From an optimization exercise on the open Yosys and OpenROAD flow, aimed at small area and a short achievable clock period; shortcuts taken in it are not production practice.
In this exercise RTL edits were held to simulation tests only and were not proved equivalent to the original.
Power and IR drop assume default switching activity.

// mipsDatapath
module mipsDatapath (
   input  logic        Clock,
   input  logic        rstN,
   input  logic        pcWriteCond,    
   input  logic        pcWrite,
   input  logic        iOrD,           
   input  logic        irWrite,
   input  logic        memToReg,
   input  logic        loadByte,
   input  logic        regWrite,
   input  logic        regDst,         
   input  logic        aluSrcA,        
   input  logic [1:0]  aluOp,          
   input  logic [1:0]  aluSrcB,        
   input  logic [1:0]  pcSource,       
   input  logic [31:0] memData,
   output logic [31:0] address,
   output logic [31:0] writeData,
   output logic [5:0]  opcode,         
   output logic        overflow        
);
export LEC_CHECK = 0
export CAP_MARGIN = 20
export CORE_MARGIN = 5
export CORE_UTILIZATION = 35
export CTS_BUF_LIST = sky130_fd_sc_hd__clkbuf_16
export CTS_CLUSTER_DIAMETER = 120
export CTS_CLUSTER_SIZE = 24
export PLACE_DENSITY = 0.5
export SETUP_SLACK_MARGIN = 2.0
export SLEW_MARGIN = 20
export SYNTH_HIERARCHICAL = 1
create_clock -name core_clock -period 5.0 [get_ports {Clock}]
standard.sh (not shown) runs the stock make flow with config.mk's settings and CLKGATE_MAP_FILE= SYNTH_SCRIPT=/design/flow/synth_recipe.tcl, a recipe that flattens the netlist after the stock synthesis.
==> flow/flow/run.sh <==
#!/bin/bash
# The standard layout (the standard.sh: standard synthesis, floorplan,
# placement, CTS, routing), with one change: ports are buffered with buf_4
# cells instead of the slow delay buffers buffer_ports picks by default.
# make's full output goes to standard.log; each ORFS step keeps its own log
# under orfs/logs/.
set -euo pipefail
bash standard.sh "BUFFER_PORTS_ARGS=-buffer_cell sky130_fd_sc_hd__buf_4" finish > standard.log 2>&1
The baseline passed the timing, design-rule and antenna checks.
Rerun with:
--- a/flow/config.mk
+++ b/flow/config.mk
@@ -11,3 +11 @@
-export CTS_BUF_LIST = sky130_fd_sc_hd__clkbuf_16
-export CTS_CLUSTER_DIAMETER = 120
-export CTS_CLUSTER_SIZE = 24
+export CTS_BUF_LIST = sky130_fd_sc_hd__clkbuf_8
What happened: Worst setup slack degrades by 24 ps. Hold slack degrades by 220 ps. Utilization grows by 1.2 points. Cell count grows by 4.3%. Global-route usage grows by 0.50 points.

* * *

lane 1:
mipsDatapath again, from the RTL that the note above started with.
clock: 5.0 ns
lec_check: 0
cap_margin: 20
core_margin: 5
core_utilization: 35
cts_buf_list: sky130_fd_sc_hd__clkbuf_16
cts_cluster_diameter: 120
cts_cluster_size: 24
place_density: 0.5
setup_slack_margin: 2.2
slew_margin: 20
synth_hierarchical: 1
==> flow/flow/run.sh <==
#!/bin/bash
# The standard layout (the standard.sh: standard synthesis, floorplan,
# placement, CTS, routing), with two changes:
#  - ports are buffered with buf_4 cells instead of the slow delay buffers
#    buffer_ports picks by default;
#  - the floorplan's timing repair, which runs before placement with ideal
#    clocks, uses no setup margin; the later repairs use config.mk's margin.
# make's full output goes to standard*.log; each ORFS step keeps its own log
# under orfs/logs/.
set -euo pipefail
PORTS="BUFFER_PORTS_ARGS=-buffer_cell sky130_fd_sc_hd__buf_4"
bash standard.sh "$PORTS" SETUP_SLACK_MARGIN=0 floorplan > standard_floorplan.log 2>&1
bash standard.sh "$PORTS" finish > standard.log 2>&1
### lane 1 -> lane 2
Settings: swapping 2.2 for 2.0 in SETUP_SLACK_MARGIN.
### Flow results
- The total wirelength of the detailed-routed design of lane 2 was superior to that of lane 1.
- Taking lane 1 as the reference, in lane 2 count of buffers not belonging to the clock network in the layout went down; portion of the clock cycle consumed by the worst path in the final layout went up; via count now sits lower.
- Cell area after layout: lane 2 < lane 1
- Max final cell count without fillers across lane 2 and lane 1: lane 1
- Synthesis-to-layout area growth: lane 2 lower than lane 1
- Re final-layout clock buffer total: no difference whatsoever between lane 2 and lane 1.
- Lane 2 vs lane 1: combined area of the multi-input logic cells down slightly
> inputs changed (lane 2 -> lane 3)
Settings: SETUP_SLACK_MARGIN: 2.0 -> 2.1.
==> comparison <==
- In lane 3, multi-input logic portion of the cell area is higher than in lane 2.
- Cell count is lower on lane 2
- Lane 2 → lane 3: cell area went up about 0.9%, met2 global-route usage held, wire length held.
- NOTE power after layout lane 2->lane 3 increased slightly
- Looking at final design utilization across lane 2 and lane 3, the one that comes out lower is lane 2.
- There was hardly any difference in power density over the cells between lane 2 and lane 3.
- Post-cts sizing count was higher in lane 3 than in lane 2.
- Global-route usage was higher in the run labelled lane 3.

==> re-timing with driven ports <==
How much do the figures lean on ideal ports? The routed layouts below were timed once more, with nothing changed but the port constraints.
Step 1, drivers: a clkbuf_16 drives Clock and a buf_2 each remaining input, both assumed.
Step 2 times the ports against the registers' clock, not the clock port: input delays grow and output delays shrink by t, the midpoint of the rising clock arrivals with the driver on.
a / b / c = ideal ports / drivers / drivers and shift; a / b = the first two.
run	t (ns)	setup slack, ns	latest minus earliest clock arrival (ns)
the first run of note 1	0.800	1.954 / 1.954 / 1.234	0.066 / 0.066
the second run of note 1	1.006	1.930 / 1.930 / 1.046	0.070 / 0.070
lane 1	0.803	2.056 / 2.071 / 1.289	0.039 / 0.040
lane 2	0.802	1.962 / 1.962 / 1.293	0.036 / 0.036
lane 3	0.802	2.050 / 2.050 / 1.296	0.035 / 0.036
After both steps setup and hold are still met in every run listed. For the second run of note 1, which loses most, drivers alone change the setup slack by 0.000 ns; drivers and shift together by -0.884 ns.
